Context: an optimization exercise on an open-source flow, tuned for small area, a short achievable clock period and few clock cycles. The choices shown serve that exercise and are no tape-out recipe.
Only simulation tests tie the RTL to the original design; equivalence was not proved.

==> v11 <==
Design matrix_multiply_int, start of the top module:
module matrix_multiply_int (
  input  wire logic                clk_i,
  input  wire logic                rst_ni,
  input  wire logic                in_valid_i,
  output logic                     in_ready_o,
  input  wire logic signed [15:0]  in_element_i,
  output logic                     out_valid_o,
  input  wire logic                out_ready_i,
  output logic signed [35:0]       out_product_o,
  output logic [2:0]               out_row_o,
  output logic [2:0]               out_col_o,
  output logic                     out_last_o,
  output logic                     out_not_possible_o,
  input  wire logic                cfg_valid_i,
  output logic                     cfg_ready_o,
  input  wire logic [3:0]          cfg_index_i,
  input  wire logic [3:0]          cfg_data_i
);
clock: 7.5 ns
lec_check: 0
abc_clock_period_in_ps: 2500
cap_margin: 20
core_margin: 2
core_utilization: 45
cts_cluster_diameter: 100
cts_cluster_size: 24
place_density: 0.6
setup_slack_margin: 4.4
slew_margin: 20
run.sh (not shown) runs the stock make flow with config.mk's settings and CLKGATE_MAP_FILE= SYNTH_SCRIPT=/design/flow/synth_recipe.tcl, a recipe that flattens the netlist after the stock synthesis.
==> v9: changes against v11 <==
- CORE_UTILIZATION: 45 -> 60
- PLACE_DENSITY: 0.6 -> 0.72
==> v38: changes against v11 <==
--- a/flow/design.v
+++ b/flow/design.v
@@ -7254,25 +7254,28 @@
   assign in_ready_o = in_rdy_q;
   assign acc        = in_valid_i && in_rdy_q;
   assign col_last   = ld_b_q ? ld_c_q[q1_q] : ld_c_q[n1_q];
   assign row_last   = ld_b_q ? ld_r_q[n1_q] : ld_r_q[m1_q];
   always_ff @(posedge clk_i or negedge rst_ni) begin
     if (!rst_ni) begin
-      ld_b_q <= 1'b0;
-      ld_r_q <= 8'd1;
-      ld_c_q <= 8'd1;
+      ld_b_q  <= 1'b0;
+      ld_r_q  <= 8'd1;
+      ld_c_q  <= 8'd1;
+      lbank_q <= 1'b0;
     end else if (cfg_hit) begin
-      ld_b_q <= 1'b0;
-      ld_r_q <= 8'd1;
-      ld_c_q <= 8'd1;
+      ld_b_q  <= 1'b0;
+      ld_r_q  <= 8'd1;
+      ld_c_q  <= 8'd1;
+      lbank_q <= 1'b0;
     end else if (acc && !mismatch) begin
       if (col_last) begin
         ld_c_q <= 8'd1;
         if (row_last) begin
           ld_r_q <= 8'd1;
           ld_b_q <= !ld_b_q;
+          if (ld_b_q) lbank_q <= dbl && !lbank_q;
         end else begin
           ld_r_q <= {ld_r_q[6:0], 1'b0};
         end
       end else begin
         ld_c_q <= {ld_c_q[6:0], 1'b0};
       end
@@ -7280,25 +7283,29 @@
   end
   typedef struct packed {
     logic        np;       
     logic        b;        
     logic        last;     
     logic        lrow;     
+    logic        bank;     
     logic [7:0]  r;
     logic [7:0]  c;
     logic [15:0] d;
   } elem_t;
   elem_t e_new, h_q, s_q;
+  logic  dbl, lbank_q;
   logic  h_v_q, s_v_q, h_go, h_ok;
   logic  s_v_d;
   assign e_new.np   = mismatch;
   assign e_new.b    = ld_b_q && !mismatch;
   assign e_new.last = ld_b_q && !mismatch && col_last && row_last;
   assign e_new.lrow = ld_b_q && !mismatch && row_last;
-  assign e_new.r    = ld_r_q;
-  assign e_new.c    = ld_c_q;
+  assign dbl        = (n1_q <= 3'd3);
+  assign e_new.bank = lbank_q;
+  assign e_new.r    = (lbank_q && ld_b_q)  ? {ld_r_q[3:0], 4'b0} : ld_r_q;
+  assign e_new.c    = (lbank_q && !ld_b_q) ? {ld_c_q[3:0], 4'b0} : ld_c_q;
   assign e_new.d    = in_element_i;
   assign h_go = h_v_q && h_ok;
   always_comb begin
     s_v_d = s_v_q;
     if (h_go || !h_v_q) s_v_d = s_v_q && acc;
     else if (acc)       s_v_d = 1'b1;
@@ -7326,41 +7333,45 @@
   logic       own_q;            
   logic [7:0] col_rdy_q;        
   logic       commit, flush;
   logic [7:0] oi_q, oj_q;       
   logic [7:0] a_lat_q;          
   logic [7:0] b_lat_q;          
+  logic       sbank_q;          
   logic       issue, credit_ok, np_go, start;
   logic [CAP-1:0] cth_q, cth_d;  
   logic       cok_q, cok_d, own_d;
   assign credit_ok = cok_q;
   assign issue     = act_q && credit_ok && (!own_q || |(oj_q & col_rdy_q));
   assign start     = h_go && h_q.lrow && !own_q;
   assign commit    = h_go && h_q.last;
   assign flush     = cfg_hit;
   always_comb begin
     if (h_q.np)       h_ok = !act_q && credit_ok;
     else if (own_q)   h_ok = 1'b1;
     else if (!act_q)  h_ok = 1'b1;
+    else if (h_q.bank != sbank_q) h_ok = !h_q.lrow;
     else if (h_q.b)   h_ok = !h_q.lrow && |(h_q.c & b_lat_q);
     else              h_ok = |(h_q.r & a_lat_q);
   end
   assign np_go = h_go && h_q.np;
   always_ff @(posedge clk_i or negedge rst_ni) begin
     if (!rst_ni) begin
       act_q   <= 1'b0;
       oi_q    <= 8'd1;
       oj_q    <= 8'd1;
       a_lat_q <= '0;
       b_lat_q <= '0;
+      sbank_q <= 1'b0;
     end else if (flush) begin
       act_q   <= 1'b0;
       oi_q    <= 8'd1;
       oj_q    <= 8'd1;
     end else if (start) begin
       act_q   <= 1'b1;
+      sbank_q <= h_q.bank;
       oi_q    <= 8'd1;
       oj_q    <= 8'd1;
       a_lat_q <= '0;
       b_lat_q <= '0;
     end else if (issue) begin
       if (oj_q[0])      a_lat_q <= a_lat_q | oi_q;
@@ -7416,13 +7427,13 @@
     end
   end
   for (genvar k = 0; k < 8; k++) begin : g_enc
     logic [16:0] bx;
     logic        use_k;
     assign bx    = {bcol[k], 1'b0};
-    assign use_k = (3'(k) <= n1_q);
+    assign use_k = sbank_q ? (k >= 4 && 3'(k % 4) <= n1_q) : (3'(k) <= n1_q);
     for (genvar j = 0; j < 8; j++) begin : g_dig
       assign b_neg_d[k*8+j] = use_k && bx[2*j+2];
       assign b_one_d[k*8+j] = use_k && (bx[2*j+1] ^ bx[2*j]);
       assign b_two_d[k*8+j] = use_k && ((bx[2*j+2] && !bx[2*j+1] && !bx[2*j]) ||
                                         (!bx[2*j+2] && bx[2*j+1] && bx[2*j]));
     end
@@ -7452,14 +7463,15 @@
     else if (flush) pv_q <= '0;
     else            pv_q <= {pv_q[DOT_LAT-1:0], issue};
   end
   logic        push, push_np, w_v, np_v_q;
   logic [35:0] push_d;
   logic [FIFO_N-1:0][36:0] fifo_q;
-  logic [2:0]  rd_q, wr_q;
-  logic [2:0]  fcnt_q;
+  logic [FIFO_N-1:0] rd_q, wr_q;    
+  logic [FIFO_N-1:0] fth_q;         
+  logic [36:0] head;
   logic        fifo_ne, out_free, load_out, fifo_wr, fifo_rd;
   logic [36:0] src;
   logic        out_v_q;
   logic [2:0]  or_i_q, or_j_q;
   logic        xfer;
   logic [6:0]  owe_q;           
@@ -7478,29 +7490,35 @@
     else if ((issue || np_go) && !xfer) cth_d = {cth_q[CAP-2:0], 1'b1};
     else if (!(issue || np_go) && xfer) cth_d = {1'b0, cth_q[CAP-1:1]};
     else                              cth_d = cth_q;
     cok_d = own_d ? !cth_d[CAP-2] : !cth_d[CAP-1];
   end
   assign owe_nz   = (owe_q != 7'd0);
-  assign fifo_ne  = (fcnt_q != 3'd0);
+  assign fifo_ne  = fth_q[0];
   assign out_free = !out_v_q || out_ready_i;
-  assign src      = fifo_ne ? fifo_q[rd_q] : {push_np, push_d};
+  always_comb begin
+    head = '0;
+    for (int e = 0; e < FIFO_N; e++) head = head | (fifo_q[e] & {37{rd_q[e]}});
+  end
+  assign src      = fifo_ne ? head : {push_np, push_d};
   assign src_ok   = (fifo_ne || push) && owe_nz;
   assign load_out = out_free && src_ok;
   assign fifo_rd  = load_out && fifo_ne;
   assign direct   = load_out && !fifo_ne;
   assign fifo_wr  = push && !direct;
   assign xfer     = out_v_q && out_ready_i;
-  always_ff @(posedge clk_i) begin
-    if (fifo_wr) fifo_q[wr_q] <= {push_np, push_d};
+  for (genvar e = 0; e < FIFO_N; e++) begin : g_fifo
+    always_ff @(posedge clk_i) begin
+      if (fifo_wr && wr_q[e]) fifo_q[e] <= {push_np, push_d};
+    end
   end
   always_ff @(posedge clk_i or negedge rst_ni) begin
     if (!rst_ni) begin
-      rd_q   <= '0;
-      wr_q   <= '0;
-      fcnt_q <= '0;
+      rd_q   <= FIFO_N'(1);
+      wr_q   <= FIFO_N'(1);
+      fth_q  <= '0;
       cth_q  <= '0;
       np_v_q <= 1'b0;
       out_v_q <= 1'b0;
       or_i_q <= '0;
       or_j_q <= '0;
       owe_q  <= '0;
@@ -7509,19 +7527,20 @@
     end else begin
       mq_q  <= 7'((4'(m1_q) + 4'd1) * (4'(q1_q) + 4'd1));
       cok_q  <= cok_d;
       cth_q  <= cth_d;
       np_v_q <= np_go && !flush;
       if (flush) begin
-        wr_q   <= '0;
-        rd_q   <= '0;
-        fcnt_q <= '0;
+        wr_q   <= FIFO_N'(1);
+        rd_q   <= FIFO_N'(1);
+        fth_q  <= '0;
       end else begin
-        if (fifo_wr) wr_q <= (wr_q == 3'(FIFO_N - 1)) ? 3'd0 : wr_q + 3'd1;
-        if (fifo_rd) rd_q <= (rd_q == 3'(FIFO_N - 1)) ? 3'd0 : rd_q + 3'd1;
-        fcnt_q <= fcnt_q + 3'(fifo_wr) - 3'(fifo_rd);
+        if (fifo_wr) wr_q <= {wr_q[FIFO_N-2:0], wr_q[FIFO_N-1]};
+        if (fifo_rd) rd_q <= {rd_q[FIFO_N-2:0], rd_q[FIFO_N-1]};
+        if (fifo_wr && !fifo_rd)      fth_q <= {fth_q[FIFO_N-2:0], 1'b1};
+        else if (fifo_rd && !fifo_wr) fth_q <= {1'b0, fth_q[FIFO_N-1:1]};
       end
       if (out_free) out_v_q <= src_ok;
       if (commit)      owe_q <= load_out ? owe_pm : owe_p;
       else if (np_v_q) owe_q <= load_out ? owe_q : owe_n;
       else if (load_out) owe_q <= owe_m;
       if (load_out && !src[36]) begin
- CORE_UTILIZATION: 45 -> 60
- PLACE_DENSITY: 0.6 -> 0.72
==> impl_metrics.py <==
metrics = {
    "floorplan": {
        "coreArea_um2": 260200,
    },
    "critical_path": {
        "crit_chain": "buf_6 -> a22oi_1 -> and4_1 -> nor3_1",
        "crit_start": "oj_q[0]",
    },
    "status": {
        "status": "no timing/DRC/antenna violations",
    },
    "detailed_routing": {
        "finalWirelength_um": 545700,
    },
    "cts": {
        "numCtsBuffers": 164,
        "post-cts-setup-buffer-count": 337,
    },
    "place": {
        "placed_cell_area_um2": 160500,
        "place_ws_ns": 3.010,
    },
    "sta": {
        "setup_slack_ns": 4.256,
    },
}
The numbers above come from v38.

==> impl_metrics.py <==
metrics = {
    "status": {
        "status": "no timing/DRC/antenna violations",
    },
    "floorplan": {
        "coreArea_um2": 264900,
    },
    "cts": {
        "post-cts-setup-buffer-count": 365,
        "numCtsBuffers": 167,
    },
    "critical_path": {
        "crit_chain": "a22oi_1 -> xor2_1 -> fa_1 -> fa_1 -> inv_1 -> fa_1",
    },
    "sta": {
        "setup_slack_ns": 4.340,
    },
    "place": {
        "place_ws_ns": 2.079,
        "placed_cell_area_um2": 162500,
    },
    "detailed_routing": {
        "finalWirelength_um": 509800,
    },
}
The numbers above come from v9.

==> impl_metrics.py <==
metrics = {
    "status": {
        "status": "no timing/DRC/antenna violations",
    },
    "final_layout": {
        "final_common_cell": "edfxtp_1",
    },
    "place": {
        "numPortBuffers": 74,
        "place_ws_ns": 2.442,
    },
    "critical_path": {
        "crit_chain": "buf_4 -> a22oi_1 -> xor2_1 -> fa_1 -> fa_1 -> inv_1 -> fa_1",
        "crit_start": "arow_q[104]",
    },
    "logic_synthesis": {
        "avgSynthCellArea_um2": 13.63,
    },
    "floorplan": {
        "coreArea_um2": 352700,
    },
    "detailed_routing": {
        "finalWirelength_um": 532700,
    },
    "cts": {
        "numCtsBuffers": 172,
        "post-cts-setup-buffer-count": 333,
    },
}
The numbers above come from v11.

Testbench counts of v11, summed over its fixed seeds: cycles 8,117.
Testbench counts of v9, summed over its fixed seeds: cycles 8,117.
Testbench counts of v38, summed over its fixed seeds: cycles 8,009.

-- re-timing with driven ports --
Ports are ideal in the flow. The routed layouts listed here were re-timed in OpenROAD. Step 1 assumes that a clkbuf_16 drives the clock port and a buf_2 every other input. Step 2 also shifts input and output timing later by t, the mid clock arrival at the registers, as if the neighbouring blocks saw the same clock. Slacks: no drivers / after step 1 / after step 2; pairs: no drivers / after step 1.
| run | shift t [ns] | slack for setup (ns) | worst slew at a driven data input, ns | pins driven straight from the clock port |
|---|---|---|---|---|
| v11 | 1.037 | 4.335 / 4.335 / 3.335 | 0.07 | 1 |
| v9 | 1.000 | 4.340 / 4.340 / 3.575 | 0.09 | 1 |
| v38 | 0.990 | 4.256 / 4.256 / 3.548 | 0.04 | 1 |
After both steps setup and hold are still met in every run listed. The setup slack of v11, which loses most, moves by 0.000 ns with the drivers and by -1.000 ns with both steps.
